This design comes from an exercise in tuning for small area on the open sky130 flow, not from production work.
In this exercise RTL edits were held to simulation tests only and were not proved equivalent to the original.
Power and IR drop assume default switching activity. No driver is modelled on the clock port, so clocking that relies on it looks cheaper here than on a real chip.

File: design/flow/design.v
package dmem_responder_pkg;
  localparam int DEPTH_DEF   = 64;
  localparam int LATENCY_DEF = 2;
  function automatic logic addrErr(input logic [31:0] addr);
    addrErr = (addr[1:0] != 2'b00) || (addr[31:8] != 24'd0);
  endfunction
endpackage
import dmem_responder_pkg::*;
module dmem_array
#(
  parameter int DEPTH = DEPTH_DEF
) (
  input  logic        clk,
  input  logic        we,
  input  logic        clr,
  input  logic [31:0] wdata,
  output logic [31:0] tail
);
  logic [DEPTH-1:0][31:0] ring;
  always_ff @(posedge clk) begin
    ring <= {ring[DEPTH-2:0], we ? wdata : (clr ? 32'd0 : ring[DEPTH-1])};
  end
  assign tail = ring[DEPTH-1];
endmodule
import dmem_responder_pkg::*;
module dmem_responder
#(
  parameter int DEPTH   = DEPTH_DEF,
  parameter int LATENCY = LATENCY_DEF
) (
  input  logic        clk,
  input  logic        rst_n,
  input  logic        req_valid,
  output logic        req_ready,
  input  logic        req_write,
  input  logic [31:0] req_addr,
  input  logic [31:0] req_wdata,
  output logic        rsp_valid,
  input  logic        rsp_ready,
  output logic [31:0] rsp_rdata,
  output logic        rsp_err
);
  logic [5:0]  cnt;
  logic        clr;
  logic        vldQ;
  logic        errQ;
  logic [31:0] rdataQ;
  logic [31:0] tail;
  logic        reqErr;
  logic        hit;
  logic        accept;
  logic        memWe;
  assign reqErr    = dmem_responder_pkg::addrErr(req_addr);
  assign hit       = (req_addr[7:2] == cnt);
  assign req_ready = (!vldQ || rsp_ready) && (reqErr || hit);
  assign accept    = req_valid && req_ready;
  assign memWe     = accept && req_write && !reqErr;
  dmem_array #(.DEPTH(DEPTH)) u_array (
    .clk   (clk),
    .we    (memWe),
    .clr   (clr),
    .wdata (req_wdata),
    .tail  (tail)
  );
  always_ff @(posedge clk or negedge rst_n) begin
    if (!rst_n) begin
      cnt  <= '0;
      clr  <= 1'b1;
      vldQ <= 1'b0;
    end else begin
      cnt <= cnt + 1'b1;
      if (cnt == 6'd63) clr <= 1'b0;
      if (accept) vldQ <= 1'b1;
      else if (rsp_ready) vldQ <= 1'b0;
    end
  end
  always_ff @(posedge clk) begin
    if (accept) begin
      rdataQ <= (req_write || reqErr || clr) ? 32'd0 : tail;
      errQ   <= reqErr;
    end
  end
  assign rsp_valid = vldQ;
  assign rsp_rdata = rdataQ;
  assign rsp_err   = errQ;
endmodule
File: design/flow/run.sh
#!/bin/bash
# synth_recipe.tcl (not shown) runs the flow's synth.tcl, then flattens the netlist and writes it again
# the make line also repeats each setting of config.mk as NAME=value (left out here)
make -C /OpenROAD-flow-scripts/flow DESIGN_CONFIG=/design/flow/config.mk WORK_HOME=/design/flow/orfs CLKGATE_MAP_FILE= SYNTH_SCRIPT=/design/flow/synth_recipe.tcl finish
File: design/flow/constraint.sdc
create_clock -name core_clock -period 8.0 [get_ports {clk}]
set_input_delay 1.6000 -clock core_clock [delete_from_list [all_inputs] [get_ports {clk}]]
set_output_delay 1.6000 -clock core_clock [all_outputs]
set_load 0.01 [all_outputs]
File: design/flow/config.mk
export PLATFORM = sky130hd
export DESIGN_NAME = dmem_responder
export DESIGN_NICKNAME = dmem_responder
export VERILOG_FILES = /design/flow/design.v
export SDC_FILE = /design/flow/constraint.sdc
export NUM_CORES = 4
export LEC_CHECK = 0
export CAP_MARGIN = 20
export CORE_MARGIN = 2
export CORE_UTILIZATION = 40
export SLEW_MARGIN = 20
==> results of run 1 <==
==> flip-flops by register name, indices dropped and copies added, names as in the netlist <==
signal,flops
u_array.ring,2048
errQ,1
cnt,6
clr,1
rdataQ,32
vldQ,1
==> synth_stat cells <==
master and instances:
dfxtp_1 2048, edfxtp_1 33, nor2b_1 33, and2_1 31, mux2_4 30, dfrtp_1 7, xnor2_1 7, clkbuf_1 6
nor4_1 5, and3_1 3, buf_6 3, nand2_1 3, nand3_1 3, xor2_1 3, mux2_2 2, nor2_1 2
nor3_1 2, dfstp_2 1, ha_1 1, inv_1 1, nand2b_1 1, nand3b_4 1, nand4_1 1, nand4_2 1
nor3_2 1, nor3b_1 1, o21a_1 1, o21ai_0 1, or4_1 1
==> final cells by class <==
cell class | instances | area (µm²)
Multi-Input combinational cell | 134 | 1160
Timing Repair Buffer | 105 | 1050
Inverter | 1 | 3.75
Tap cell | 1403 | 1760
Sequential cell | 2089 | 42200
Clock buffer | 274 | 5430
Clock inverter | 52 | 651
Fill cell | 8674 | 55100
==> metrics by stage <==
stage	utilization	hold WS [ns]	power [mW]
after floorplan	-	0.310	10.7
after global placement	0.430	0.310	10.7
after detailed placement	0.430	0.312	10.7
after CTS	0.487	0.314	19.3
after global routing	0.487	0.311	19.8
final	0.487	0.314	19.1
==> metal layers <==
layer,GRT usage,part of all wire,up-vias
li1,-,-,7531
met1,0.131,0.53,6987
met2,0.118,0.38,279
met3,0.0317,0.054,142
met4,0.0492,0.033,0
met5,0,0,-
==> power by group <==
| group | total (mW) | switching [mW] | internal [mW] |
|---|---|---|---|
| logic | 0.0667 | 0.0237 | 0.0430 |
| clock network | 8.56 | 3.57 | 5.00 |
| registers | 10.4 | 0.00293 | 10.4 |
==> worst register-to-register path, cell delays in order, from the launching register on <==
cell	delay [ns]
dfrtp_1	0.44
xnor2_1	0.22
nand4_1	0.13
nor3_1	0.45
nand3b_4	0.74
mux2_4	0.64
==> cell families after synthesis <==
logic type / count (synthesis) / synth area share
simple gates: 89 / 0.0130
xor+xnor: 10 / 0.00202
fa+ha+maj: 1 / 0.000288
compound gates: 2 / 0.000288
flops: 2089 / 0.972
buf+inv: 10 / 0.00138
mux: 32 / 0.0109
==> placed cells by master, fill, tap and decap left out, drive strengths merged, types with 5 or more instances in the layout <==
cell,synthesis,routed
mux2,32,32
clkdlybuf4s50,0,103
clkbuf,6,274
inv,1,8
xnor2,7,7
clkinv,0,33
dfrtp,7,7
edfxtp,33,33
and2,31,31
nor4,5,5
bufinv,0,9
nor2b,33,33
dfxtp,2048,2048
==> final timing paths <==
kind                                          end  depth (start not counted)
max in group asynchronous                     clr                          1
worst min register to register  u_array.ring[648]                          0
min in group asynchronous                    vldQ                          1
worst min-delay path            u_array.ring[648]                          0
worst max register to register   u_array.ring[12]                          5
worst max-delay path                    req_ready                          7
==> reports/metrics.csv, run 1 <==
stage;metric;value;unit
worst_setup_path;worst path cell trace;clkdlybuf4s50_1 -> or4_1 -> nor3_2 -> nand4_2 -> nor2_1 -> nor2b_1 -> clkdlybuf4s50_1;
finish;fin cells;4058;
outcome;outcome;timing/DRC/antenna clean;
die;# IOs;104;
clocking;CTS Sinks;2089;
worst_setup_path;startpoint types;input pin;
global_route;Tot GR Track Use;0.0909;
sta;RSZ-0062 raised after global routing;false;
clocking;Hold-fix buffers, CTS;0;
worst_setup_path;Top delay family on crit path;simple AND/OR/NAND/NOR gates;
worst_hold_path;hold crit path type;reg -> reg;
sta;fmax;187;MHz
worst_setup_path;critical path required time;6.40;ns
sta;Tmin final;5.35;ns
clocking;setup bufs post-CTS;0;
sta;Hold Vio Cnt, Final;0;
placed_design;IO Port Bufs;103;
clocking;clk latency of the worst-skew pair;0.75;ns
worst_setup_path;most frequent cell on the critical path;clkdlybuf4s50_1;
die;core area;107000;µm²
sta;endpoints failing setup;0;
synthesis;Syn Nets;2303;
placed_design;dpl hpwl;22500;µm
worst_hold_path;Hold Crit Start;u_array.ring[616];
global_route;pin count of the biggest net entering global routing;35;
clocking;deepest clock path buffer count;3;
sta;setup total negative slack;0;ns
detailed_routing;DRT Wirelength;48400;µm
clocking;Worst-path clk slew;0.06;ns
worst_setup_path;reg-to-reg setup timing slack;5.26;ns
die;Cell Rows;120;
power;Power Density;365;nW/µm²
global_route;first-pass GRT wire length;81400;µm
clocking;CTS Root Cell;clkbuf_16;
finish;final instance area;52200;µm²
placed_design;worst slack, placed;2.63;ns
detailed_routing;via count;14900;
sta;Worst-Margin Slew;1.07;ns
clocking;Inserted Clock Buffers;183;
worst_setup_path;Worst Path Buf+Inv;2;
power;maximum VDD drop;0.221;mV
die;Die W;333;µm
synthesis;Synth Area per Inst;19.4;µm²
sta;setup slack after layout;2.65;ns
global_route;total gr overflow;0;
placed_design;DP Area;46200;µm²
sta;fin. max-slew vios;0;
worst_setup_path;critical path capture point type;primary output;
sta;normalized max-slew margin;0.288;
clocking;CTS H-tree depth;4;
synthesis;Mapped Area;43400;µm²
placed_design;Placer Congestion;0.714;
worst_setup_path;Critical path origin;req_addr[15];
worst_setup_path;worst r2r src;cnt[2];
sta;Tcrit/Tclk final;0.669;
worst_setup_path;max incr delay on CP;0.55;ns
clocking;CTS tree;built;
placed_design;Placed Cells;3732;
synthesis;area share of the largest cell type after synthesis;0.945;
synthesis;unique cell type count in the Yosys netlist;29;
synthesis;area leader, netlist;dfxtp_1;
run;Max Cap Viol;0;
finish;area delta synth->final;20.4;%
finish;antenna fix cells;0;
clocking;post_cts resized;0;
finish;share of layout cells above drive strength 1;0.121;
detailed_routing;routed len/inst;11.9;µm
worst_setup_path;WP data arrival;3.75;ns
detailed_routing;Remaining DRCs;0;
synthesis;Post-Syn Instances;2233;
worst_setup_path;CP Max Fanout;6;
die;Total Die Area;111000;µm²
die;initial core utilization;0.404;
detailed_routing;initial drt markers;553;
synthesis;Yosys warnings;2;
power;Lkg Pwr;21.0;nW
global_route;initial antenna violation count;3;
synthesis;#FFs+latches synth;2089;
sta;clk_skew;0.0195;ns
worst_setup_path;CP Class;in -> out;
global_route;number of global-route vias before repair;15800;
finish;fin nets;2584;
synthesis;synth top area cells;dfxtp_1 94%, edfxtp_1 2.3%, mux2_4 1.0%;
synthesis;Seq/Total Area, Yosys;0.972;
die;Die H;333;µm
worst_setup_path;Slowest-stage cell, CP;or4_1;
detailed_routing;first drt pass iteration count;4;
detailed_routing;vias per std cell;3.68;
detailed_routing;Post-DRT Antenna Nets;0;
==> run 2: changes to the inputs <==
--- a/design/flow/config.mk
+++ b/design/flow/config.mk
@@ -7,5 +7,6 @@
 export LEC_CHECK = 0
 export CAP_MARGIN = 20
 export CORE_MARGIN = 2
-export CORE_UTILIZATION = 40
+export CORE_UTILIZATION = 70
+export PLACE_DENSITY = 0.75
 export SLEW_MARGIN = 20
==> reports/metrics.csv, run 2 <==
stage;metric;value;unit
outcome;outcome;timing/DRC/antenna clean;
finish;biggest regs;u_array.ring: 2048 flops, rdataQ: 32 flops, cnt: 6 flops;
placed_design;worst slack, placed;2.17;ns
die;Die W;253;µm
die;core area;61500;µm²
synthesis;synth cell count leaders;2,048 x dfxtp_1, 33 x edfxtp_1, 33 x nor2b_1;
synthesis;Yosys warnings;2;
synthesis;synth top area cells;dfxtp_1 94%, edfxtp_1 2.3%, mux2_4 1.0%;
detailed_routing;Remaining DRCs;0;
finish;share of layout cells above drive strength 1;0.120;
global_route;number of global-route vias before repair;17500;
sta;endpoints failing setup;0;
global_route;initial antenna violation count;3;
worst_setup_path;most frequent cell on the critical path;clkdlybuf4s50_1;
die;Die H;253;µm
sta;clk_skew;0.0179;ns
clocking;CTS tree;built;
power;maximum VDD drop;0.273;mV
worst_setup_path;Top delay family on crit path;simple AND/OR/NAND/NOR gates;
worst_setup_path;critical path required time;6.40;ns
sta;normalized max-slew margin;0.412;
global_route;first-pass GRT wire length;97600;µm
synthesis;#FFs+latches synth;2089;
clocking;CTS H-tree depth;4;
sta;Hold Vio Cnt, Final;0;
placed_design;Placer Congestion;0.743;
detailed_routing;Post-DRT Antenna Nets;0;
synthesis;Post-Syn Instances;2233;
sta;fmax;172;MHz
finish;filler instances;2625;
die;Total Die Area;64000;µm²
sta;Tmin final;5.82;ns
sta;hold_ws;0.311;ns
finish;commonest non-fill, non-tap cell in the layout;dfxtp_1;
sta;setup slack after layout;2.18;ns
synthesis;unique cell type count in the Yosys netlist;29;
clocking;CTS Root Cell;clkbuf_16;
synthesis;multiplexer area fraction after synthesis;0.0109;
placed_design;IO Port Bufs;103;
worst_setup_path;worst r2r src;cnt[2];
synthesis;ys flop type;dfxtp_1;
synthesis;Synth Area in Compound Gates;0.000288;
worst_setup_path;Critical path origin;req_addr[7];
synthesis;Post-synth EDFFs;33;
synthesis;Synth Area per Inst;19.4;µm²
detailed_routing;first drt pass iteration count;4;
finish;antenna fix cells;0;
clocking;CTS Sinks;2089;
worst_setup_path;Worst Path Buf+Inv;2;
worst_hold_path;hold crit path type;reg -> reg;
worst_setup_path;startpoint types;input pin;
power;Power Density;370;nW/µm²
synthesis;Mapped Area;43400;µm²
die;# IOs;104;
synthesis;area share of fa/ha/maj cells after synthesis;0.000288;
finish;final core occ;0.834;
detailed_routing;DRT Wirelength;61300;µm
global_route;pin count of the biggest net entering global routing;35;
clocking;deepest clock path buffer count;3;
synthesis;Syn Nets;2303;
synthesis;Synth Area in XOR/XNOR;0.00202;
sta;RSZ-0062 raised after global routing;false;
detailed_routing;via count;15300;
synthesis;top-count cell post-synth;dfxtp_1;
finish;Largest register FFs;2048;
synthesis;largest family of logic cells by synthesized area;simple AND/OR/NAND/NOR gates;
power;Lkg Pwr;20.9;nW
clocking;Hold-fix buffers, CTS;0;
worst_setup_path;critical path capture point type;primary output;
detailed_routing;initial drt markers;630;
die;Cell Rows;91;
worst_setup_path;worst path cell trace;clkdlybuf4s50_1 -> xnor2_1 -> nand4_1 -> nor3_1 -> nor2_1 -> nor2b_1 -> clkdlybuf4s50_1;
placed_design;dpl hpwl;24000;µm
sta;Worst-Margin Slew;0.883;ns
worst_setup_path;max incr delay on CP;0.66;ns
global_route;total gr overflow;0;
synthesis;Async SR Flop Fraction;0.00383;
finish;most frequent cells in the layout;2,048 x dfxtp_1, 184 x clkbuf_16, 103 x clkdlybuf4s50_1, 44 x clkbuf_8, 36 x clkbuf_1;
clocking;Inserted Clock Buffers;172;
synthesis;area leader, netlist;dfxtp_1;
detailed_routing;routed len/inst;17.9;µm
sta;fin. max-slew vios;0;
finish;area delta synth->final;18.1;%
finish;fin nets;2573;
sta;Tcrit/Tclk final;0.728;
clocking;Worst-path clk slew;0.07;ns
clocking;setup bufs post-CTS;0;
worst_setup_path;Slowest-stage cell, CP;clkdlybuf4s50_1;
sta;setup total negative slack;0;ns
worst_setup_path;CP Class;in -> out;
synthesis;simple-gate share of the synthesized area;0.0130;
clocking;post_cts resized;0;
worst_hold_path;Hold Crit Start;u_array.ring[1434];
synthesis;area share of the largest cell type after synthesis;0.945;
worst_setup_path;CP Max Fanout;3;
global_route;Tot GR Track Use;0.202;
detailed_routing;vias per std cell;4.46;
power;Overall Power;19.0;mW
synthesis;Seq/Total Area, Yosys;0.972;
die;initial core utilization;0.706;
run;Max Cap Viol;0;
worst_setup_path;WP data arrival;4.22;ns
clocking;clk latency of the worst-skew pair;0.71;ns
finish;register bank with the most flops;u_array.ring;
-- run 2: changes by cell type in the layout (fill, tap and decap cells not counted), sizes merged --
cell,delta
clkbuf,-10
clkinv,-1
inv,-1
-- run 2: layout make-up --
cell class,count,area (µm²),area share
clock inverter,50,512,0.00998
multi-input combinational,134,1160,0.0227
timing repair buffer,105,1070,0.0208
tap,790,988,0.0193
sequential,2089,42200,0.823
clock buffer,264,5350,0.104
inverter,1,3.75,0.0000732
-- run 2: metal layers --
layer  track usage  up-vias  share of wire
met5             0        -        0.00036
met4        0.0698        4          0.021
met3        0.0499      113          0.037
met2         0.332      260           0.49
met1         0.264     7426           0.45
li1              -     7506              -
-- run 2: path summary, 6_finish.rpt --
path                       slack, ns                 end  cells after the start
min                             0.31  u_array.ring[1466]                      0
max in group asynchronous       6.50                 clr                      1
max reg2reg                     5.35    u_array.ring[12]                      5
min reg2reg                     0.31  u_array.ring[1466]                      0
min in group asynchronous       1.19              cnt[0]                      1
max                             2.18           req_ready                      7
-- run 2: logic make-up (layout without fill, tap and decap cells) --
kind of cell	Yosys count	after routing
muxes	32	32
DFF	2089	2089
AOI/OAI and AO/OA	2	2
adders and majority gates	1	1
buffers and inverters	10	420
xor gates and xnor gates	10	10
and+or+nand+nor	89	89
-- run 2: stage by stage --
step | std cells | instance area [µm²]
after CTS | 3432 | 51200
after global placement | 3118 | 45400
after global routing | 3433 | 51300
final | 3433 | 51300
after detailed placement | 3118 | 45400
after floorplan | 2233 | 43400
-- run 2: worst register-to-register path: cells and delay by family (launching register included) --
kind	cells	cell delay, ns
simple gates	3	1.29
mux	1	0.61
flops	1	0.45
xor+xnor	1	0.20
-- run 2: power breakdown --
part           internal, mW  total (mW)  switching (mW)
registers              10.4        10.4         0.00310
clock network          4.91        8.49            3.59
logic                0.0444      0.0693          0.0249
==> run 3: changes to the inputs <==
--- a/design/flow/design.v
+++ b/design/flow/design.v
@@ -17,8 +17,12 @@
   output logic [31:0] tail
 );
   logic [DEPTH-1:0][31:0] ring;
+  logic [31:0]            head;
+  logic                   keep;
+  assign keep = !we && !clr;
+  assign head = (wdata & {32{we}}) | (ring[DEPTH-1] & {32{keep}});
   always_ff @(posedge clk) begin
-    ring <= {ring[DEPTH-2:0], we ? wdata : (clr ? 32'd0 : ring[DEPTH-1])};
+    ring <= {ring[DEPTH-2:0], head};
   end
   assign tail = ring[DEPTH-1];
 endmodule
@@ -50,6 +54,7 @@
   logic        hit;
   logic        accept;
   logic        memWe;
+  logic        load;
   assign reqErr    = dmem_responder_pkg::addrErr(req_addr);
   assign hit       = (req_addr[7:2] == cnt);
   assign req_ready = (!vldQ || rsp_ready) && (reqErr || hit);
@@ -74,11 +79,10 @@
       else if (rsp_ready) vldQ <= 1'b0;
     end
   end
+  assign load = accept && !req_write && !reqErr && !clr;
   always_ff @(posedge clk) begin
-    if (accept) begin
-      rdataQ <= (req_write || reqErr || clr) ? 32'd0 : tail;
-      errQ   <= reqErr;
-    end
+    rdataQ <= (tail & {32{load}}) | (rdataQ & {32{!accept}});
+    errQ   <= (reqErr && accept) || (errQ && !accept);
   end
   assign rsp_valid = vldQ;
   assign rsp_rdata = rdataQ;
--- a/design/flow/config.mk
+++ b/design/flow/config.mk
@@ -8,5 +8,7 @@
 export CAP_MARGIN = 20
 export CORE_MARGIN = 2
 export CORE_UTILIZATION = 70
+export CTS_CLUSTER_DIAMETER = 100
+export CTS_CLUSTER_SIZE = 30
 export PLACE_DENSITY = 0.75
 export SLEW_MARGIN = 20
==> reports/metrics.csv, run 3 <==
stage;metric;value;unit
clocking;CTS Root Cell;clkbuf_16;
global_route;first-pass GRT wire length;80800;µm
placed_design;DP Area;45100;µm²
power;Comb pwr share;0.004;
placed_design;dpl hpwl;24300;µm
die;Cell Rows;90;
finish;Largest register FFs;2048;
power;internal power;12.3;mW
global_route;number of global-route vias before repair;14900;
finish;FF+latch area;41900;µm²
clocking;deepest clock path buffer count;3;
power;Sw Ratio;0.186;
outcome;outcome;timing/DRC/antenna clean;
power;maximum VDD drop;0.239;mV
clocking;setup bufs post-CTS;0;
synthesis;Synth Area per Inst;19.2;µm²
finish;commonest non-fill, non-tap cell in the layout;dfxtp_1;
synthesis;synth top area cells;dfxtp_1 97%, mux2_1 0.78%, a22o_1 0.65%;
detailed_routing;first drt pass iteration count;4;
finish;biggest regs;u_array.ring: 2048 flops, rdataQ: 32 flops, cnt: 6 flops;
die;# IOs;104;
finish;area delta synth->final;9.36;%
synthesis;Yosys warnings;2;
global_route;pin count of the biggest net entering global routing;35;
clocking;CTS Sinks;2089;
finish;fin nets;2482;
synthesis;ys flop type;dfxtp_1;
synthesis;top-count cell post-synth;dfxtp_1;
sta;clk_skew;0.0158;ns
sta;setup total negative slack;0;ns
synthesis;Post-Syn Instances;2238;
finish;most frequent cells in the layout;2,080 x dfxtp_1, 103 x clkdlybuf4s50_1, 81 x clkbuf_16, 32 x nor2b_1, 32 x a22o_1;
clocking;CTS tree;built;
worst_setup_path;reg-to-reg setup timing slack;5.15;ns
worst_setup_path;max incr delay on CP;0.47;ns
sta;Tcrit/Tclk final;0.647;
worst_setup_path;Slowest-stage cell, CP;clkdlybuf4s50_1;
sta;Tmin final;5.17;ns
die;Die W;252;µm
global_route;Tot GR Track Use;0.163;
sta;normalized max-slew margin;0.318;
global_route;initial antenna violation count;1;
worst_setup_path;WP data arrival;3.57;ns
synthesis;Post-synth EDFFs;1;
worst_setup_path;CP Class;in -> out;
clocking;Worst-path clk slew;0.11;ns
sta;RSZ-0062 raised after global routing;false;
detailed_routing;Remaining DRCs;0;
synthesis;synth cell count leaders;2,080 x dfxtp_1, 32 x a22o_1, 32 x nor2b_1;
synthesis;area leader, netlist;dfxtp_1;
placed_design;IO Port Bufs;103;
synthesis;Seq/Total Area, Yosys;0.972;
power;Power Density;320;nW/µm²
sta;Hold Vio Cnt, Final;0;
finish;share of layout cells above drive strength 1;0.0381;
worst_hold_path;hold crit path type;reg -> reg;
sta;fmax;193;MHz
die;core area;60600;µm²
sta;Worst-Margin Slew;1.02;ns
synthesis;unique cell type count in the Yosys netlist;29;
worst_setup_path;critical path required time;6.40;ns
synthesis;#FFs+latches synth;2089;
worst_hold_path;Hold Crit Start;u_array.ring[1812];
detailed_routing;DRT Wirelength;49800;µm
clocking;clk latency of the worst-skew pair;0.63;ns
global_route;total gr overflow;0;
run;Max Cap Viol;0;
power;Lkg Pwr;18.8;nW
finish;final instance area;47100;µm²
detailed_routing;routed len/inst;15.6;µm
die;initial core utilization;0.711;
detailed_routing;via count;14100;
worst_setup_path;most frequent cell on the critical path;clkdlybuf4s50_1;
worst_hold_path;hold worst-path end;u_array.ring[1844];
clocking;Hold-fix buffers, CTS;0;
power;clock share of power;0.306;
finish;Multi-input gate area;1130;µm²
worst_setup_path;startpoint types;input pin;
sta;endpoints failing setup;0;
worst_setup_path;worst path cell trace;clkdlybuf4s50_1 -> nor4_1 -> nand4_1 -> nor2_1 -> inv_2 -> o21a_1 -> clkdlybuf4s50_1;
finish;register bank with the most flops;u_array.ring;
synthesis;Async SR Flop Fraction;0.00383;
clocking;CTS H-tree depth;3;
clocking;Inserted Clock Buffers;79;
sta;fin. max-slew vios;0;
finish;antenna fix cells;0;
die;Die H;252;µm
detailed_routing;vias per std cell;4.41;
power;Sequential Power Share;0.690;
worst_setup_path;R2R depth;5;
worst_setup_path;CP Max Fanout;4;
finish;fin cells;3197;
power;Sw Pwr;2.80;mW
placed_design;Placed Cells;3113;
detailed_routing;initial drt markers;645;
clocking;post_cts resized;0;
worst_setup_path;critical path capture point type;primary output;
synthesis;Mapped Area;43100;µm²
worst_hold_path;Worst Hold Depth;0;
die;Total Die Area;63500;µm²
detailed_routing;Post-DRT Antenna Nets;0;
worst_setup_path;worst r2r src;cnt[0];
synthesis;area share of the largest cell type after synthesis;0.967;
worst_setup_path;Reg-to-Reg End;u_array.ring[10];
placed_design;Placer Congestion;0.716;
synthesis;Syn Nets;2308;
finish;filler instances;3252;
finish;final core occ;0.778;
## run 3: cell types whose count changed after synthesis, moves of 2 or more
| cell | previous run | this run |
|---|---|---|
| edfxtp_1 | 33 | 1 |
| buf_2 | 0 | 3 |
| mux2_4 | 30 | 0 |
| inv_1 | 1 | 3 |
| buf_4 | 0 | 3 |
| clkbuf_1 | 6 | 3 |
| mux2_1 | 0 | 30 |
| dfxtp_1 | 2048 | 2080 |
| nor3_1 | 2 | 0 |
| and2_1 | 31 | 0 |
| a22o_1 | 0 | 32 |
## run 3: metrics by stage
stage | hold WS [ns] | setup slack, ns | power, mW
4_1_cts | 0.327 | 2.81 | 15.2
5_1_grt | 0.326 | 2.73 | 15.5
3_3_place_gp | 0.310 | 2.94 | 10.7
2_1_floorplan | 0.310 | 3.99 | 10.6
3_5_place_dp | 0.312 | 2.82 | 10.7
6_report | 0.324 | 2.83 | 15.1
## run 3: routing by layer
layer / GRT usage / vias to the layer above / wire length, µm
met2: 0.236 / 168 / 20400
met4: 0.0478 / 0 / 1230
met5: 0 / - / 0
li1: - / 7212 / -
met3: 0.0333 / 92 / 1550
met1: 0.252 / 6641 / 26600
## run 3: cell families after synthesis
group / count (synthesis) / synth area share
DFF: 2089 / 0.972
and+or+nand+nor: 55 / 0.00802
AOI/OAI and AO/OA: 35 / 0.00712
muxes: 32 / 0.00836
buffers and inverters: 16 / 0.00227
xor gates and xnor gates: 10 / 0.00203
adders and majority gates: 1 / 0.000290
## run 3: worst max-delay path by stage
stage / startpoint / endpoint / slack (ns)
after floorplan: req_addr[1] / req_ready / 3.99
after global placement: req_addr[8] / req_ready / 2.94
after detailed placement: req_addr[13] / req_ready / 2.82
after CTS: req_addr[13] / req_ready / 2.81
after global routing: req_addr[11] / req_ready / 2.73
final: req_addr[13] / req_ready / 2.83
## run 3: layout make-up
cell class / count / area share
clock buffers: 83 / 0.0432
clock inverters: 1 / 0.000345
inverters: 4 / 0.000319
multi-input cells: 133 / 0.0241
flip-flops and latches: 2089 / 0.889
well taps: 782 / 0.0208
repair buffers: 105 / 0.0226
## run 3: worst max-delay path, delay by kind of cell
kind	cells	cell delay, ns
compound gates	1	0.20
buf+inv	3	1.02
simple gates	3	0.75
## run 3: power by group through the flow
stage                     Clock (mW)  Sequential (mW)  Combinational (mW)
after global placement             0             10.6              0.0526
after detailed placement           0             10.6              0.0562
after floorplan                    0             10.6             0.00908
final                           4.61             10.4              0.0562
after CTS                       4.72             10.4              0.0566
after global routing            5.06             10.4              0.0589
==> run 4: changes to the inputs <==
==> design/flow/config.mk (replaced) <==
export PLATFORM = sky130hd
export DESIGN_NAME = dmem_responder
export DESIGN_NICKNAME = dmem_responder
export VERILOG_FILES = /design/flow/design.v
export SDC_FILE = /design/flow/constraint.sdc
export NUM_CORES = 4
export LEC_CHECK = 0
export ABC_AREA = 1
export CAP_MARGIN = 20
export CORE_MARGIN = 2
export CORE_UTILIZATION = 70
export CTS_CLUSTER_DIAMETER = 80
export CTS_CLUSTER_SIZE = 35
export PLACE_DENSITY = 0.75
export SLEW_MARGIN = 20
==> reports/metrics.csv, run 4 <==
stage;metric;value;unit
clocking;CTS tree;built;
sta;Hold Vio Cnt, Final;0;
synthesis;synth cell count leaders;2,080 x dfxtp_1, 126 x nand2_1, 64 x nand4_1;
finish;final core occ;0.766;
finish;Largest register FFs;2048;
sta;endpoints failing setup;0;
worst_setup_path;critical path required time;6.40;ns
detailed_routing;routed len/inst;17.5;µm
detailed_routing;DRT Wirelength;58700;µm
global_route;Tot GR Track Use;0.189;
detailed_routing;vias per std cell;4.59;
detailed_routing;Remaining DRCs;0;
global_route;met3 Usage GRT;0.0323;
global_route;first-pass GRT wire length;91100;µm
die;Die W;253;µm
worst_setup_path;CP Class;in -> out;
run;Max Cap Viol;0;
worst_setup_path;CP Max Fanout;2;
global_route;Top Usage Layer GRT;met2;
synthesis;area share of the largest cell type after synthesis;0.961;
synthesis;ys flop type;dfxtp_1;
synthesis;synth top area cells;dfxtp_1 96%, nand2_1 1.1%, nand4_1 0.92%;
die;initial core utilization;0.705;
synthesis;Mapped Area;43300;µm²
detailed_routing;Post-DRT Antenna Nets;0;
finish;fin cells;3344;
synthesis;unique cell type count in the Yosys netlist;22;
clocking;CTS Root Cell;clkbuf_16;
detailed_routing;via count;15400;
synthesis;Yosys warnings;2;
sta;Tmin final;4.88;ns
placed_design;DP Area;45200;µm²
finish;final instance area;47100;µm²
synthesis;Async SR Flop Fraction;0.00383;
die;# IOs;104;
clocking;CTS Sinks;2089;
die;Cell Rows;91;
power;Lkg Pwr;18.9;nW
clocking;deepest clock path buffer count;3;
clocking;Inserted Clock Buffers;69;
synthesis;#FFs+latches synth;2089;
sta;Worst-Margin Slew;1.05;ns
sta;normalized max-slew margin;0.297;
clocking;clk latency of the worst-skew pair;0.64;ns
clocking;post_cts resized;0;
clocking;setup bufs post-CTS;0;
placed_design;Placer Congestion;0.834;
power;maximum VDD drop;0.247;mV
finish;commonest non-fill, non-tap cell in the layout;dfxtp_1;
finish;share of layout cells above drive strength 1;0.0349;
placed_design;Placed Cells;3264;
synthesis;Seq/Total Area, Yosys;0.966;
worst_hold_path;hold crit path type;reg -> reg;
placed_design;IO Port Bufs;103;
placed_design;dpl hpwl;29800;µm
sta;clk_skew;0.0218;ns
global_route;pin count of the biggest net entering global routing;67;
die;Die H;253;µm
sta;Tcrit/Tclk final;0.610;
finish;area delta synth->final;8.68;%
finish;biggest regs;u_array.ring: 2048 flops, rdataQ: 32 flops, cnt: 6 flops;
finish;register bank with the most flops;u_array.ring;
detailed_routing;first drt pass iteration count;5;
detailed_routing;initial drt markers;920;
sta;fin. max-slew vios;0;
finish;fin nets;2615;
sta;setup total negative slack;0;ns
clocking;CTS H-tree depth;3;
finish;filler instances;3300;
synthesis;Post-synth EDFFs;1;
finish;FF+latch area;41900;µm²
global_route;GRT met1 Usage;0.272;
synthesis;area leader, netlist;dfxtp_1;
worst_setup_path;critical path capture point type;primary output;
finish;Multi-input gate area;1260;µm²
worst_setup_path;WP data arrival;3.28;ns
synthesis;Synth Area per Inst;18.1;µm²
clocking;Hold-fix buffers, CTS;0;
sta;fmax;205;MHz
outcome;outcome;timing/DRC/antenna clean;
power;Power Density;317;nW/µm²
clocking;Worst-path clk slew;0.12;ns
die;core area;61500;µm²
global_route;met2 usage in global routing;0.292;
global_route;number of global-route vias before repair;16100;
global_route;total gr overflow;0;
finish;most frequent cells in the layout;2,080 x dfxtp_1, 126 x nand2_1, 102 x clkdlybuf4s50_1, 71 x clkbuf_16, 64 x nand4_1;
synthesis;top-count cell post-synth;dfxtp_1;
synthesis;Syn Nets;2466;
worst_setup_path;startpoint types;input pin;
global_route;initial antenna violation count;1;
sta;RSZ-0062 raised after global routing;false;
synthesis;Post-Syn Instances;2396;
die;Total Die Area;63900;µm²
run 4: cell count changes after synthesis, sizes merged, moves of 8 or more:
cell,previous run,this run
nand4,2,65
buf,9,22
nand3,4,37
a22o,32,0
nor2b,32,0
xnor2,8,0
nand2,3,126
mux2,32,0
nor2,3,23
inv,4,18
run 4: through the flow:
| stage | hold slack (ns) | power (mW) | worst slack (ns) |
|---|---|---|---|
| CTS | 0.327 | 15.0 | 3.12 |
| floorplan | 0.310 | 10.7 | 3.96 |
| detailed placement | 0.312 | 10.7 | 3.13 |
| global route | 0.333 | 15.3 | 3.00 |
| finish | 0.327 | 14.9 | 3.12 |
| global placement | 0.310 | 10.7 | 3.18 |
run 4: logic make-up after synthesis:
kind of cell | count (synthesis) | share of synthesized area
simple gates | 253 | 0.0271
fa+ha+maj | 1 | 0.000289
compound gates | 2 | 0.000375
flops | 2089 | 0.966
xor+xnor | 4 | 0.000809
buf+inv | 47 | 0.00497
run 4: worst max-delay path: stages:
cell and delay (ns):
clkdlybuf4s50_1 0.48, inv_1 0.05, nand2_1 0.06, nand2_1 0.07, nor2_1 0.11, nand3_1 0.17, a21boi_4 0.19, clkdlybuf4s50_1 0.55
run 4: cell type report:
type | instances | share of cell area
diodes | 1 | 0.0000531
clock buffers | 73 | 0.0379
clock inverters | 6 | 0.00128
inverters | 18 | 0.00143
multi-input cells | 260 | 0.0267
flip-flops and latches | 2089 | 0.889
well taps | 790 | 0.0210
repair buffers | 107 | 0.0224
run 4: metal layers:
layer	up-vias	share of wire
met3	125	0.035
met4	0	0.035
met2	279	0.44
met5	-	0
li1	7661	-
met1	7299	0.49
run 4: worst paths after layout:
kind,from,end,slack (ns),cells after the start
max,req_addr[6],req_ready,3.12,8
min,u_array.ring[398],u_array.ring[430],0.33,0
max reg2reg,cnt[4],register,5.14,10
min reg2reg,u_array.ring[398],u_array.ring[430],0.33,0
max in group asynchronous,rst_n,clr,6.41,1
min in group asynchronous,rst_n,cnt[1],1.26,1
run 4: report_power, final:
group / internal [mW] / switching (mW) / total, mW
sequential: 10.4 / 0.000349 / 10.4
combinational: 0.0359 / 0.0377 / 0.0736
clock: 1.64 / 2.81 / 4.45
total: 12.1 / 2.85 / 14.9
==> run 5: changes to the inputs <==
--- a/design/flow/config.mk
+++ b/design/flow/config.mk
@@ -5,7 +5,7 @@
 export SDC_FILE = /design/flow/constraint.sdc
 export NUM_CORES = 4
 export LEC_CHECK = 0
-export ABC_AREA = 1
+export ABC_CLOCK_PERIOD_IN_PS = 50000
 export CAP_MARGIN = 20
 export CORE_MARGIN = 2
 export CORE_UTILIZATION = 70
==> reports/metrics.csv, run 5 <==
stage;metric;value;unit
detailed_routing;initial drt markers;683;
synthesis;Mapped Area;43100;µm²
power;Power Density;316;nW/µm²
sta;setup total negative slack;0;ns
worst_setup_path;CP Class;in -> out;
finish;FF+latch area;41900;µm²
global_route;first-pass GRT wire length;78700;µm
detailed_routing;Post-DRT Antenna Nets;0;
worst_setup_path;worst path cell trace;clkdlybuf4s50_1 -> nor4_1 -> nand4_1 -> nor2_1 -> inv_2 -> o21a_1 -> clkdlybuf4s50_1;
global_route;total gr overflow;0;
sta;setup slack after layout;2.82;ns
detailed_routing;routed len/inst;15.2;µm
finish;most frequent cells in the layout;2,080 x dfxtp_1, 103 x clkdlybuf4s50_1, 73 x clkbuf_16, 32 x nor2b_1, 32 x a22o_1;
sta;clk_skew;0.0147;ns
synthesis;synth cell count leaders;2,080 x dfxtp_1, 32 x a22o_1, 32 x nor2b_1;
clocking;CTS Root Cell;clkbuf_16;
detailed_routing;DRT Wirelength;48500;µm
clocking;CTS Sinks;2089;
worst_setup_path;Slowest-stage cell, CP;clkdlybuf4s50_1;
global_route;pin count of the biggest net entering global routing;36;
global_route;Tot GR Track Use;0.159;
finish;area delta synth->final;8.88;%
finish;antenna fix cells;0;
finish;fin nets;2472;
synthesis;Syn Nets;2308;
sta;fmax;193;MHz
die;core area;60600;µm²
sta;Tcrit/Tclk final;0.647;
synthesis;Seq/Total Area, Yosys;0.972;
synthesis;unique cell type count in the Yosys netlist;29;
worst_setup_path;most frequent cell on the critical path;clkdlybuf4s50_1;
finish;Multi-input gate area;1130;µm²
placed_design;worst slack, placed;2.82;ns
finish;Largest register FFs;2048;
synthesis;Post-synth EDFFs;1;
synthesis;synth top area cells;dfxtp_1 97%, mux2_1 0.78%, a22o_1 0.65%;
synthesis;top-count cell post-synth;dfxtp_1;
sta;Hold Vio Cnt, Final;0;
detailed_routing;vias per std cell;4.38;
die;Die W;252;µm
worst_setup_path;startpoint types;input pin;
clocking;post_cts resized;0;
detailed_routing;first drt pass iteration count;4;
worst_hold_path;hold crit path type;reg -> reg;
power;maximum VDD drop;0.248;mV
finish;filler instances;3298;
sta;normalized max-slew margin;0.309;
clocking;CTS tree;built;
synthesis;Yosys warnings;2;
finish;commonest non-fill, non-tap cell in the layout;dfxtp_1;
worst_setup_path;WP data arrival;3.58;ns
clocking;deepest clock path buffer count;3;
synthesis;area leader, netlist;dfxtp_1;
sta;Worst-Margin Slew;1.04;ns
placed_design;Placer Congestion;0.716;
placed_design;dpl hpwl;24300;µm
sta;endpoints failing setup;0;
synthesis;area share of the largest cell type after synthesis;0.967;
die;Total Die Area;63500;µm²
die;initial core utilization;0.711;
finish;biggest regs;u_array.ring: 2048 flops, rdataQ: 32 flops, cnt: 6 flops;
sta;fin. max-slew vios;0;
synthesis;Synth Area per Inst;19.2;µm²
clocking;Inserted Clock Buffers;69;
clocking;Worst-path clk slew;0.12;ns
outcome;outcome;timing/DRC/antenna clean;
die;Die H;252;µm
clocking;CTS H-tree depth;3;
global_route;initial antenna violation count;1;
synthesis;Post-Syn Instances;2238;
clocking;setup bufs post-CTS;0;
synthesis;#FFs+latches synth;2089;
clocking;clk latency of the worst-skew pair;0.63;ns
placed_design;IO Port Bufs;103;
worst_setup_path;critical path required time;6.40;ns
run;Max Cap Viol;0;
power;Overall Power;14.8;mW
global_route;number of global-route vias before repair;14800;
finish;final core occ;0.774;
finish;share of layout cells above drive strength 1;0.0353;
sta;Tmin final;5.18;ns
worst_setup_path;max incr delay on CP;0.47;ns
synthesis;ys flop type;dfxtp_1;
worst_setup_path;critical path capture point type;primary output;
clocking;Hold-fix buffers, CTS;0;
detailed_routing;via count;14000;
die;# IOs;104;
worst_setup_path;CP Max Fanout;4;
power;Lkg Pwr;18.7;nW
sta;RSZ-0062 raised after global routing;false;
detailed_routing;Remaining DRCs;0;
finish;register bank with the most flops;u_array.ring;
synthesis;Async SR Flop Fraction;0.00383;
die;Cell Rows;90;
## run 5: final timing paths
path | from | endpoint | slack, ns | depth (start not counted)
max in group asynchronous | rst_n | vldQ | 6.30 | 1
min in group asynchronous | rst_n | cnt[5] | 1.32 | 1
worst max register to register | cnt[0] | u_array.ring[9] | 5.19 | 5
worst max-delay path | req_addr[13] | req_ready | 2.82 | 7
worst min-delay path | u_array.ring[364] | u_array.ring[396] | 0.33 | 0
worst min register to register | u_array.ring[364] | u_array.ring[396] | 0.33 | 0
## run 5: report_power, final
part | switching [mW] | internal (mW)
Combinational | 0.0204 | 0.0357
Clock | 2.71 | 1.67
Sequential | 0.000487 | 10.4
Total | 2.74 | 12.1
## run 5: layout make-up
| type | count | share of cell area |
|---|---|---|
| multi-input cells | 133 | 0.0242 |
| flip-flops and latches | 2089 | 0.893 |
| repair buffers | 105 | 0.0227 |
| well taps | 782 | 0.0209 |
| inverters | 4 | 0.000320 |
| clock inverters | 2 | 0.000293 |
| clock buffers | 74 | 0.0390 |
## run 5: logic make-up after synthesis
family                     share of synthesized area
AOI/OAI and AO/OA                            0.00712
adders and majority gates                   0.000290
buffers and inverters                        0.00227
and+or+nand+nor                              0.00802
DFF                                            0.972
muxes                                        0.00836
xor gates and xnor gates                     0.00203
## run 5: critical path: cells and delay by family
| kind | cells | cell delay, ns |
|---|---|---|
| buffers and inverters | 3 | 1.02 |
| and+or+nand+nor | 3 | 0.75 |
| AOI/OAI and AO/OA | 1 | 0.20 |
## run 5: per-layer routing
layer	up-vias	global-route usage	wire [µm]
met4	0	0.0450	1040
li1	7197	-	-
met3	81	0.0321	1580
met2	159	0.229	19700
met5	-	0	0
met1	6526	0.247	26200
## run 5: stage by stage
stage,hold WS (ns),instances,cell area [µm²]
floorplan,0.310,2238,43100
global placement,0.310,3112,45000
detailed placement,0.312,3113,45100
CTS,0.332,3189,46900
global route,0.335,3189,46900
finish,0.327,3189,46900
==> run 6: changes to the inputs <==
--- a/design/flow/config.mk
+++ b/design/flow/config.mk
@@ -5,7 +5,6 @@
 export SDC_FILE = /design/flow/constraint.sdc
 export NUM_CORES = 4
 export LEC_CHECK = 0
-export ABC_CLOCK_PERIOD_IN_PS = 50000
 export CAP_MARGIN = 20
 export CORE_MARGIN = 2
 export CORE_UTILIZATION = 70
==> reports/metrics.csv, run 6 <==
stage;metric;value;unit
finish;most frequent cells in the layout;2,080 x dfxtp_1, 103 x clkdlybuf4s50_1, 73 x clkbuf_16, 32 x nor2b_1, 32 x a22o_1;
power;Sequential Power Share;0.701;
die;initial core utilization;0.711;
detailed_routing;DRT Wirelength;48500;µm
power;internal power;12.1;mW
clocking;Worst-path clk slew;0.12;ns
global_route;Tot GR Track Use;0.159;
sta;setup total negative slack;0;ns
finish;biggest regs;u_array.ring: 2048 flops, rdataQ: 32 flops, cnt: 6 flops;
detailed_routing;initial drt markers;683;
power;Sw Pwr;2.74;mW
finish;FF+latch area;41900;µm²
synthesis;top-count cell post-synth;dfxtp_1;
finish;fin nets;2472;
power;Sw Ratio;0.184;
worst_setup_path;CP Max Fanout;4;
detailed_routing;Remaining DRCs;0;
finish;share of layout cells above drive strength 1;0.0353;
power;Lkg Pwr;18.7;nW
finish;commonest non-fill, non-tap cell in the layout;dfxtp_1;
global_route;number of global-route vias before repair;14800;
finish;Largest register FFs;2048;
worst_setup_path;CP Class;in -> out;
worst_setup_path;Top delay family on crit path;buffers and inverters;
global_route;total gr overflow;0;
placed_design;Placed Cells;3113;
worst_setup_path;max incr delay on CP;0.47;ns
sta;fmax;193;MHz
global_route;pin count of the biggest net entering global routing;36;
worst_setup_path;critical path required time;6.40;ns
synthesis;ys flop type;dfxtp_1;
sta;fin. max-slew vios;0;
synthesis;area share of the largest cell type after synthesis;0.967;
detailed_routing;first drt pass iteration count;4;
placed_design;DP Area;45100;µm²
sta;Hold Vio Cnt, Final;0;
die;# IOs;104;
worst_setup_path;worst path cell trace;clkdlybuf4s50_1 -> nor4_1 -> nand4_1 -> nor2_1 -> inv_2 -> o21a_1 -> clkdlybuf4s50_1;
clocking;CTS tree;built;
synthesis;Syn Nets;2308;
clocking;setup bufs post-CTS;0;
sta;endpoints failing setup;0;
sta;normalized max-slew margin;0.309;
finish;filler instances;3298;
synthesis;Async SR Flop Fraction;0.00383;
synthesis;Yosys warnings;2;
synthesis;Post-Syn Instances;2238;
global_route;first-pass GRT wire length;78700;µm
worst_hold_path;hold crit path type;reg -> reg;
synthesis;area leader, netlist;dfxtp_1;
die;Die H;252;µm
die;Cell Rows;90;
finish;Multi-input gate area;1130;µm²
finish;register bank with the most flops;u_array.ring;
die;core area;60600;µm²
clocking;clk latency of the worst-skew pair;0.63;ns
worst_setup_path;startpoint types;input pin;
clocking;Inserted Clock Buffers;69;
die;Die W;252;µm
worst_setup_path;Slowest-stage cell, CP;clkdlybuf4s50_1;
power;Comb pwr share;0.004;
synthesis;unique cell type count in the Yosys netlist;29;
sta;Tmin final;5.18;ns
finish;area delta synth->final;8.88;%
power;maximum VDD drop;0.248;mV
placed_design;Placer Congestion;0.716;
sta;clk_skew;0.0147;ns
placed_design;dpl hpwl;24300;µm
synthesis;Mapped Area;43100;µm²
clocking;CTS Root Cell;clkbuf_16;
synthesis;synth cell count leaders;2,080 x dfxtp_1, 32 x a22o_1, 32 x nor2b_1;
detailed_routing;Post-DRT Antenna Nets;0;
sta;RSZ-0062 raised after global routing;false;
run;Max Cap Viol;0;
sta;setup slack after layout;2.82;ns
clocking;CTS Sinks;2089;
clocking;Hold-fix buffers, CTS;0;
clocking;deepest clock path buffer count;3;
clocking;post_cts resized;0;
placed_design;worst slack, placed;2.82;ns
finish;fin cells;3189;
worst_setup_path;critical path capture point type;primary output;
power;clock share of power;0.295;
worst_setup_path;WP data arrival;3.58;ns
detailed_routing;routed len/inst;15.2;µm
global_route;initial antenna violation count;1;
synthesis;Post-synth EDFFs;1;
outcome;outcome;timing/DRC/antenna clean;
detailed_routing;via count;14000;
finish;antenna fix cells;0;
worst_setup_path;most frequent cell on the critical path;clkdlybuf4s50_1;
synthesis;#FFs+latches synth;2089;
synthesis;Seq/Total Area, Yosys;0.972;
power;Power Density;316;nW/µm²
detailed_routing;vias per std cell;4.38;
synthesis;Synth Area per Inst;19.2;µm²
finish;final instance area;46900;µm²
sta;Tcrit/Tclk final;0.647;
synthesis;synth top area cells;dfxtp_1 97%, mux2_1 0.78%, a22o_1 0.65%;
placed_design;IO Port Bufs;103;
worst_setup_path;Worst Path Buf+Inv;3;
die;Total Die Area;63500;µm²
clocking;CTS H-tree depth;3;
sta;Worst-Margin Slew;1.04;ns
==> run 6: final cells by class <==
type	instances	share of cell area
Clock buffer	74	0.0390
Clock inverter	2	0.000293
Inverter	4	0.000320
Multi-Input combinational cell	133	0.0242
Sequential cell	2089	0.893
Tap cell	782	0.0209
Timing Repair Buffer	105	0.0227
==> run 6: kinds of logic after synthesis <==
family	synth area share
buf+inv	0.00227
xor+xnor	0.00203
simple gates	0.00802
flops	0.972
mux	0.00836
fa+ha+maj	0.000290
compound gates	0.00712
==> run 6: worst reg2reg max path, stage by stage, from the launching register on <==
cell and delay [ns]:
dfrtp_1 0.46, xnor2_1 0.18, nand4_1 0.37, nor3_2 0.48, nand3_4 0.62, mux2_1 0.59
==> run 6: final timing paths <==
check                                     to  depth (start not counted)         startpoint  slack, ns
setup / recovery                   req_ready                          7       req_addr[13]       2.82
hold / removal             u_array.ring[396]                          0  u_array.ring[364]       0.33
setup reg to reg             u_array.ring[9]                          5             cnt[0]       5.19
hold reg to reg            u_array.ring[396]                          0  u_array.ring[364]       0.33
max in group asynchronous               vldQ                          1              rst_n       6.30
min in group asynchronous             cnt[5]                          1              rst_n       1.32
==> run 6: routing by layer <==
layer,GRT usage,vias up,share of wire
met3,0.0321,81,0.033
li1,-,7197,-
met4,0.0450,0,0.021
met5,0,-,0
met2,0.229,159,0.41
met1,0.247,6526,0.54
==> run 6: power groups by stage <==
stage | combinational (mW) | clock (mW) | sequential [mW]
floorplan | 0.00908 | 0 | 10.6
global placement | 0.0526 | 0 | 10.6
detailed placement | 0.0562 | 0 | 10.6
CTS | 0.0565 | 4.49 | 10.4
global route | 0.0589 | 4.82 | 10.4
finish | 0.0562 | 4.38 | 10.4
==> run 6: metrics by stage <==
step	power, mW	utilization	hold slack [ns]
after floorplan	10.6	-	0.310
after global placement	10.7	0.743	0.310
after detailed placement	10.7	0.744	0.312
after CTS	14.9	0.774	0.332
after global routing	15.3	0.774	0.335
final	14.8	0.774	0.327
==> run 7: changes to the inputs <==
==> design/flow/config.mk (replaced) <==
export PLATFORM = sky130hd
export DESIGN_NAME = dmem_responder
export DESIGN_NICKNAME = dmem_responder
export VERILOG_FILES = /design/flow/design.v
export SDC_FILE = /design/flow/constraint.sdc
export NUM_CORES = 4
export LEC_CHECK = 0
export ABC_AREA = 1
export CAP_MARGIN = 20
export CORE_MARGIN = 2
export CORE_UTILIZATION = 85
export CTS_CLUSTER_DIAMETER = 60
export CTS_CLUSTER_SIZE = 40
export PLACE_DENSITY = 0.9
export SLEW_MARGIN = 20
==> reports/metrics.csv, run 7 <==
stage;metric;value;unit
die;initial core utilization;0.862;
synthesis;Async SR Flop Fraction;0.00383;
outcome;first error;Error: detail_place.tcl, 38 bad optional access;
synthesis;Mapped Area;43300;µm²
synthesis;Syn Nets;2466;
synthesis;area share of the largest cell type after synthesis;0.961;
synthesis;top-count cell post-synth;dfxtp_1;
synthesis;area leader, netlist;dfxtp_1;
die;# IOs;104;
placed_design;Placer Congestion;0.781;
outcome;failing step;3_5_place_dp;
die;Die W;230;µm
outcome;outcome;did not finish;
placed_design;IO Port Bufs;103;
synthesis;#FFs+latches synth;2089;
synthesis;synth top area cells;dfxtp_1 96%, nand2_1 1.1%, nand4_1 0.92%;
synthesis;Yosys warnings;2;
synthesis;ys flop type;dfxtp_1;
die;Cell Rows;82;
synthesis;Post-synth EDFFs;1;
synthesis;unique cell type count in the Yosys netlist;22;
synthesis;synth cell count leaders;2,080 x dfxtp_1, 126 x nand2_1, 64 x nand4_1;
synthesis;Seq/Total Area, Yosys;0.966;
die;Die H;230;µm
synthesis;Synth Area per Inst;18.1;µm²
synthesis;Post-Syn Instances;2396;
-- run 7: kinds of logic after synthesis --
logic type | share of synthesized area
simple gates | 0.0271
fa+ha+maj | 0.000289
flops | 0.966
compound gates | 0.000375
buf+inv | 0.00497
xor+xnor | 0.000809
-- run 7: per-stage QoR --
step | total power [mW] | area (µm²) | cells | hold WS (ns) | worst slack (ns)
floorplan | 10.7 | 43300 | 2396 | 0.310 | 3.96
global placement | 10.7 | 45100 | 3146 | 0.310 | 2.15
-- run 7: worst max-delay path by stage --
stage / startpoint / to / slack, ns / cells after the start
after floorplan: req_addr[9] / req_ready / 3.96 / 8
after global placement: req_addr[5] / req_ready / 2.15 / 9
-- run 7: power by group through the flow --
stage / combinational [mW] / clock (mW) / sequential [mW]
floorplan: 0.0234 / 0 / 10.6
global placement: 0.0671 / 0 / 10.6
==> run 8: changes to the inputs <==
==> design/flow/flow/run.sh (new file) <==
#!/bin/bash
# Own layout flow: the standard layout (standard.sh) with two changes:
# the port buffers use the smallest buffer cell, and clock-tree synthesis
# inserts no dummy loads and uses larger sink clusters.
# Each tool's full output stays in orfs/logs/; make's own output goes to
# standard.log in this folder.
set -euo pipefail
export BUFFER_PORTS_ARGS="-buffer_cell sky130_fd_sc_hd__buf_1"
export CTS_ARGS="-sink_clustering_enable -repair_clock_nets -dont_use_dummy_load -sink_clustering_size 35 -sink_clustering_max_diameter 80"
bash standard.sh > standard.log 2>&1
==> design/flow/standard.sh (new file) <==
#!/bin/bash
# synth_recipe.tcl (not shown) runs the flow's synth.tcl, then flattens the netlist and writes it again
# the make line also repeats each setting of config.mk as NAME=value (left out here)
make -C /OpenROAD-flow-scripts/flow DESIGN_CONFIG=/design/flow/config.mk WORK_HOME=/design/flow/orfs CLKGATE_MAP_FILE= SYNTH_SCRIPT=/design/flow/synth_recipe.tcl "${@:-finish}"
==> design/flow/config.mk (replaced) <==
export PLATFORM = sky130hd
export DESIGN_NAME = dmem_responder
export DESIGN_NICKNAME = dmem_responder
export VERILOG_FILES = /design/flow/design.v
export SDC_FILE = /design/flow/constraint.sdc
export NUM_CORES = 4
export LEC_CHECK = 0
export CAP_MARGIN = 20
export CORE_MARGIN = 2
export CORE_UTILIZATION = 70
export PLACE_DENSITY = 0.75
export SLEW_MARGIN = 20
removed: design/flow/run.sh
==> reports/metrics.csv, run 8 <==
stage;metric;value;unit
outcome;outcome;timing/DRC/antenna clean;
sta;Hold Vio Cnt, Final;0;
placed_design;IO Port Bufs;103;
sta;fmax;230;MHz
synthesis;Post-synth EDFFs;1;
global_route;initial antenna violation count;1;
clocking;Worst-path clk slew;0.12;ns
sta;Worst-Margin Slew;1.04;ns
global_route;first-pass GRT wire length;78200;µm
synthesis;Synth Area per Inst;19.2;µm²
worst_setup_path;WP data arrival;2.74;ns
placed_design;Placer Congestion;0.743;
power;maximum VDD drop;0.220;mV
clocking;setup bufs post-CTS;0;
placed_design;worst slack, placed;3.65;ns
sta;Tcrit/Tclk final;0.543;
power;Sequential Power Share;0.707;
power;Comb pwr share;0.002;
die;initial core utilization;0.711;
finish;antenna fix cells;0;
clocking;deepest clock path buffer count;3;
clocking;clk latency of the worst-skew pair;0.63;ns
finish;register bank with the most flops;u_array.ring;
clocking;CTS tree;built;
die;# IOs;104;
detailed_routing;vias per std cell;4.39;
synthesis;Post-Syn Instances;2238;
detailed_routing;DRT Wirelength;48600;µm
clocking;CTS Sinks;2089;
sta;clk_skew;0.0244;ns
finish;fin nets;2473;
synthesis;area share of the largest cell type after synthesis;0.967;
power;internal power;12.0;mW
global_route;total gr overflow;0;
global_route;pin count of the biggest net entering global routing;36;
global_route;number of global-route vias before repair;14500;
detailed_routing;Post-DRT Antenna Nets;0;
synthesis;top-count cell post-synth;dfxtp_1;
synthesis;ys flop type;dfxtp_1;
synthesis;unique cell type count in the Yosys netlist;29;
detailed_routing;initial drt markers;700;
detailed_routing;routed len/inst;15.3;µm
detailed_routing;via count;14000;
sta;normalized max-slew margin;0.306;
clocking;CTS Root Cell;clkbuf_16;
die;Die W;252;µm
synthesis;synth cell count leaders;2,080 x dfxtp_1, 32 x a22o_1, 32 x nor2b_1;
die;Die H;252;µm
synthesis;synth top area cells;dfxtp_1 97%, mux2_1 0.78%, a22o_1 0.65%;
die;Total Die Area;63500;µm²
synthesis;Mapped Area;43100;µm²
finish;filler instances;3330;
placed_design;Placed Cells;3114;
global_route;Tot GR Track Use;0.158;
sta;fin. max-slew vios;0;
synthesis;Syn Nets;2308;
finish;fin cells;3183;
run;Max Cap Viol;0;
power;Sw Ratio;0.185;
sta;setup total negative slack;0;ns
detailed_routing;Remaining DRCs;0;
detailed_routing;first drt pass iteration count;4;
synthesis;#FFs+latches synth;2089;
worst_setup_path;critical path required time;6.40;ns
power;Lkg Pwr;18.4;nW
finish;most frequent cells in the layout;2,080 x dfxtp_1, 103 x buf_1, 69 x clkbuf_16, 32 x nor2b_1, 32 x a22o_1;
finish;biggest regs;u_array.ring: 2048 flops, rdataQ: 32 flops, cnt: 6 flops;
synthesis;Yosys warnings;2;
power;Sw Pwr;2.72;mW
power;clock share of power;0.291;
power;Power Density;319;nW/µm²
power;Overall Power;14.7;mW
synthesis;Seq/Total Area, Yosys;0.972;
synthesis;Async SR Flop Fraction;0.00383;
finish;commonest non-fill, non-tap cell in the layout;dfxtp_1;
sta;Tmin final;4.34;ns
clocking;post_cts resized;0;
sta;setup slack after layout;3.66;ns
clocking;CTS H-tree depth;3;
worst_setup_path;CP Class;in -> out;
worst_setup_path;CP Max Fanout;4;
die;Cell Rows;90;
clocking;Hold-fix buffers, CTS;0;
sta;endpoints failing setup;0;
finish;share of layout cells above drive strength 1;0.0333;
finish;Largest register FFs;2048;
sta;RSZ-0062 raised after global routing;false;
placed_design;dpl hpwl;24700;µm
worst_setup_path;startpoint types;input pin;
worst_setup_path;critical path capture point type;primary output;
worst_hold_path;hold crit path type;reg -> reg;
clocking;Inserted Clock Buffers;69;
synthesis;area leader, netlist;dfxtp_1;
die;core area;60600;µm²
finish;area delta synth->final;7.07;%
[run 8: changes by cell type after synthesis, moves of 10 or more]
cell and change:
nand3_1 -33, buf_2 -10, a22o_1 +32, nand2_1 -123, nor2_1 -19, inv_1 -14, mux2_1 +30, nor2b_1 +32
nand4_1 -62
[run 8: area by class of cell]
type,instances,area (µm²),area share
multi-input cells,133,1130,0.0244
repair buffers,106,409,0.00887
flip-flops and latches,2089,41900,0.908
inverters,4,15.0,0.000326
well taps,782,978,0.0212
clock buffers,69,1730,0.0374
[run 8: path summary, 6_finish.rpt]
kind                                        start  slack, ns           endpoint  cells past startpoint
worst max-delay path                  req_addr[8]       3.66          req_ready                      7
worst min-delay path            u_array.ring[611]       0.31  u_array.ring[643]                      0
worst max register to register             cnt[0]       5.22   u_array.ring[16]                      6
worst min register to register  u_array.ring[611]       0.31  u_array.ring[643]                      0
max in group asynchronous                   rst_n       6.61               vldQ                      1
min in group asynchronous                   rst_n       0.97             cnt[2]                      1
[run 8: cell families after synthesis]
family	Yosys count	synth area share
buffers and inverters	16	0.00227
adders and majority gates	1	0.000290
AOI/OAI and AO/OA	35	0.00712
DFF	2089	0.972
and+or+nand+nor	55	0.00802
xor gates and xnor gates	10	0.00203
muxes	32	0.00836
[run 8: power by group through the flow]
| stage | registers, mW | clock network, mW | logic, mW |
|---|---|---|---|
| 5_1_grt | 10.4 | 4.72 | 0.0331 |
| 3_5_place_dp | 10.6 | 0 | 0.0302 |
| 6_report | 10.4 | 4.28 | 0.0303 |
| 3_3_place_gp | 10.6 | 0 | 0.0297 |
| 2_1_floorplan | 10.6 | 0 | 0.00908 |
| 4_1_cts | 10.4 | 4.38 | 0.0308 |
[run 8: per-stage QoR]
stage	hold WS, ns	cell area [µm²]	utilization
global route	0.312	46100	0.761
CTS	0.310	46100	0.761
detailed placement	0.312	44400	0.733
global placement	0.309	44400	0.733
floorplan	0.310	43100	-
finish	0.311	46100	0.761
[run 8: critical path, cell delays in order]
cell	delay (ns)
buf_1	0.07
nor4_1	0.29
nand4_1	0.12
nor2_1	0.22
inv_2	0.11
o21a_1	0.20
buf_1	0.13
[run 8: per-layer routing]
metal	track usage	up-vias	routed length, µm
met1	0.248	6537	26200
met4	0.0504	0	980
met2	0.224	175	19700
met5	0	-	0
met3	0.0292	72	1670
li1	-	7197	-
==> run 9: changes to the inputs <==
--- a/design/flow/flow/run.sh
+++ b/design/flow/flow/run.sh
@@ -6,5 +6,5 @@
 # standard.log in this folder.
 set -euo pipefail
 export BUFFER_PORTS_ARGS="-buffer_cell sky130_fd_sc_hd__buf_1"
-export CTS_ARGS="-sink_clustering_enable -repair_clock_nets -dont_use_dummy_load -sink_clustering_size 35 -sink_clustering_max_diameter 80"
+export CTS_ARGS="-sink_clustering_enable -repair_clock_nets -dont_use_dummy_load -sink_clustering_size 40 -sink_clustering_max_diameter 50"
 bash standard.sh > standard.log 2>&1
==> reports/metrics.csv, run 9 <==
stage;metric;value;unit
global_route;Tot GR Track Use;0.170;
detailed_routing;initial drt markers;661;
synthesis;synth top area cells;dfxtp_1 97%, mux2_1 0.78%, a22o_1 0.65%;
worst_setup_path;most frequent cell on the critical path;buf_1;
power;Power Density;331;nW/µm²
worst_setup_path;Slowest-stage cell, CP;nor4_1;
finish;area delta synth->final;8.93;%
die;# IOs;104;
clocking;setup bufs post-CTS;0;
finish;biggest regs;u_array.ring: 2048 flops, rdataQ: 32 flops, cnt: 6 flops;
synthesis;Seq/Total Area, Yosys;0.972;
worst_setup_path;critical path required time;6.40;ns
worst_setup_path;startpoint types;input pin;
sta;Worst-Margin Slew;1.03;ns
synthesis;synth cell count leaders;2,080 x dfxtp_1, 32 x a22o_1, 32 x nor2b_1;
global_route;pin count of the biggest net entering global routing;41;
clocking;Inserted Clock Buffers;101;
synthesis;area leader, netlist;dfxtp_1;
finish;fin cells;3216;
synthesis;Mapped Area;43100;µm²
synthesis;top-count cell post-synth;dfxtp_1;
clocking;CTS tree;built;
synthesis;Syn Nets;2308;
worst_setup_path;CP Class;in -> out;
sta;fin. max-slew vios;0;
global_route;first-pass GRT wire length;83700;µm
die;Cell Rows;90;
finish;final core occ;0.775;
detailed_routing;routed len/inst;16.1;µm
clocking;clk latency of the worst-skew pair;0.68;ns
clocking;CTS H-tree depth;3;
synthesis;Yosys warnings;2;
sta;Hold Vio Cnt, Final;0;
finish;commonest non-fill, non-tap cell in the layout;dfxtp_1;
clocking;Worst-path clk slew;0.12;ns
clocking;post_cts resized;0;
synthesis;Synth Area per Inst;19.2;µm²
die;Die W;252;µm
die;initial core utilization;0.711;
sta;normalized max-slew margin;0.314;
worst_setup_path;max incr delay on CP;0.29;ns
power;Overall Power;15.5;mW
clocking;CTS Root Cell;clkbuf_16;
die;core area;60600;µm²
sta;RSZ-0062 raised after global routing;false;
detailed_routing;vias per std cell;4.48;
finish;register bank with the most flops;u_array.ring;
placed_design;IO Port Bufs;103;
synthesis;unique cell type count in the Yosys netlist;29;
detailed_routing;Post-DRT Antenna Nets;0;
worst_setup_path;WP data arrival;2.73;ns
clocking;Hold-fix buffers, CTS;0;
synthesis;Post-Syn Instances;2238;
finish;Largest register FFs;2048;
die;Total Die Area;63500;µm²
global_route;total gr overflow;0;
sta;fmax;231;MHz
outcome;outcome;timing/DRC/antenna clean;
global_route;initial antenna violation count;1;
die;Die H;252;µm
worst_setup_path;critical path capture point type;primary output;
worst_hold_path;hold crit path type;reg -> reg;
detailed_routing;via count;14400;
sta;Tmin final;4.33;ns
global_route;number of global-route vias before repair;15300;
detailed_routing;DRT Wirelength;51700;µm
sta;Tcrit/Tclk final;0.542;
placed_design;Placed Cells;3114;
detailed_routing;first drt pass iteration count;4;
detailed_routing;Remaining DRCs;0;
placed_design;dpl hpwl;24700;µm
run;Max Cap Viol;0;
synthesis;Async SR Flop Fraction;0.00383;
sta;setup total negative slack;0;ns
clocking;deepest clock path buffer count;3;
worst_setup_path;CP Max Fanout;4;
finish;fin nets;2505;
synthesis;#FFs+latches synth;2089;
clocking;CTS Sinks;2089;
synthesis;area share of the largest cell type after synthesis;0.967;
sta;clk_skew;0.0700;ns
sta;endpoints failing setup;0;
placed_design;Placer Congestion;0.743;
worst_setup_path;worst path cell trace;buf_1 -> nor4_1 -> nand4_1 -> nor2_1 -> inv_2 -> o21a_1 -> buf_1;
finish;share of layout cells above drive strength 1;0.0460;
synthesis;ys flop type;dfxtp_1;
power;Lkg Pwr;18.8;nW
synthesis;Post-synth EDFFs;1;
power;maximum VDD drop;0.243;mV
finish;most frequent cells in the layout;2,080 x dfxtp_1, 103 x buf_1, 101 x clkbuf_16, 32 x nor2b_1, 32 x a22o_1;
run 9: power by group:
group / switching [mW] / internal [mW] / total, mW / leakage (nW)
sequential: 0.000428 / 10.4 / 10.4 / 16.8
clock: 2.86 / 2.25 / 5.11 / 1.24
combinational: 0.0194 / 0.0112 / 0.0306 / 0.680
total: 2.88 / 12.7 / 15.5 / 18.8
run 9: worst max-delay path: cells and delay by family:
family                 cells  cell delay, ns
buffers and inverters      3            0.31
AOI/OAI and AO/OA          1            0.20
and+or+nand+nor            3            0.62
run 9: per-layer routing:
layer	GRT usage	wire [µm]
met2	0.253	22300
met5	0	0
met4	0.0507	1180
met1	0.256	26700
met3	0.0326	1570
run 9: logic make-up (layout without fill, tap and decap cells):
kind of cell,count (synthesis),in the layout,share of synthesized area
buffers and inverters,16,211,0.00227
muxes,32,32,0.00836
DFF,2089,2089,0.972
adders and majority gates,1,1,0.000290
AOI/OAI and AO/OA,35,35,0.00712
other,0,1,0
xor gates and xnor gates,10,10,0.00203
and+or+nand+nor,55,55,0.00802
run 9: path summary, 6_finish.rpt:
path / end / depth (start not counted) / startpoint / slack [ns]
max in group asynchronous: vldQ / 1 / rst_n / 6.55
worst min register to register: u_array.ring[1152] / 0 / u_array.ring[1120] / 0.25
min in group asynchronous: cnt[2] / 1 / rst_n / 0.96
worst max-delay path: req_ready / 7 / req_addr[8] / 3.67
worst min-delay path: u_array.ring[1152] / 0 / u_array.ring[1120] / 0.25
worst max register to register: u_array.ring[20] / 6 / cnt[0] / 5.17
run 9: through the flow:
step	hold slack, ns	setup slack (ns)	instance area [µm²]
6_report	0.252	3.67	46900
5_1_grt	0.249	3.55	46900
4_1_cts	0.255	3.66	46900
3_5_place_dp	0.312	3.65	44400
3_3_place_gp	0.309	3.64	44400
2_1_floorplan	0.310	3.99	43100
run 9: cell type report:
type | count | area [µm²]
repair buffers | 106 | 409
clock buffers | 101 | 2530
fillers | 3193 | 13700
flip-flops and latches | 2089 | 41900
well taps | 782 | 978
multi-input cells | 133 | 1130
inverters | 4 | 15.0
diodes | 1 | 2.50

==> afterwards: timing with drivers on the ports <==
In the flow no input, the clock included, has a driving cell. The finished layouts below were timed again as built, in two steps.
Step 1 (the two cells are an assumption about what drives the block):
set clk [get_ports {clk}]
set_driving_cell -lib_cell sky130_fd_sc_hd__clkbuf_16 $clk
set_driving_cell -lib_cell sky130_fd_sc_hd__buf_2 [delete_from_list [all_inputs] $clk]
Step 2 times the ports against the registers' clock, not the clock port: input delays grow and output delays shrink by t, the midpoint of the rising clock arrivals with the driver on.
Slacks: ideal ports / drivers / drivers and shift; pairs: ideal ports / drivers.
| run | t (ns) | setup WS [ns] | worst setup path after step 2 |
|---|---|---|---|
| run 1 | 0.805 | 2.646 / 2.622 / 2.622 | input to output |
| run 2 | 0.768 | 2.176 / 2.128 / 2.128 | input to output |
| run 3 | 0.692 | 2.827 / 2.805 / 2.805 | input to output |
| run 4 | 0.697 | 3.122 / 3.100 / 2.969 | input to register |
| run 5 | 0.688 | 2.822 / 2.800 / 2.800 | input to output |
| run 6 | 0.688 | 2.822 / 2.800 / 2.800 | input to output |
| run 8 | 0.680 | 3.658 / 3.638 / 3.638 | input to output |
| run 9 | 0.700 | 3.668 / 3.646 / 3.646 | input to output |
After both steps every run listed still meets setup and hold. The setup slack of run 4, which loses most, moves by -0.022 ns with the drivers and by -0.153 ns with both steps.
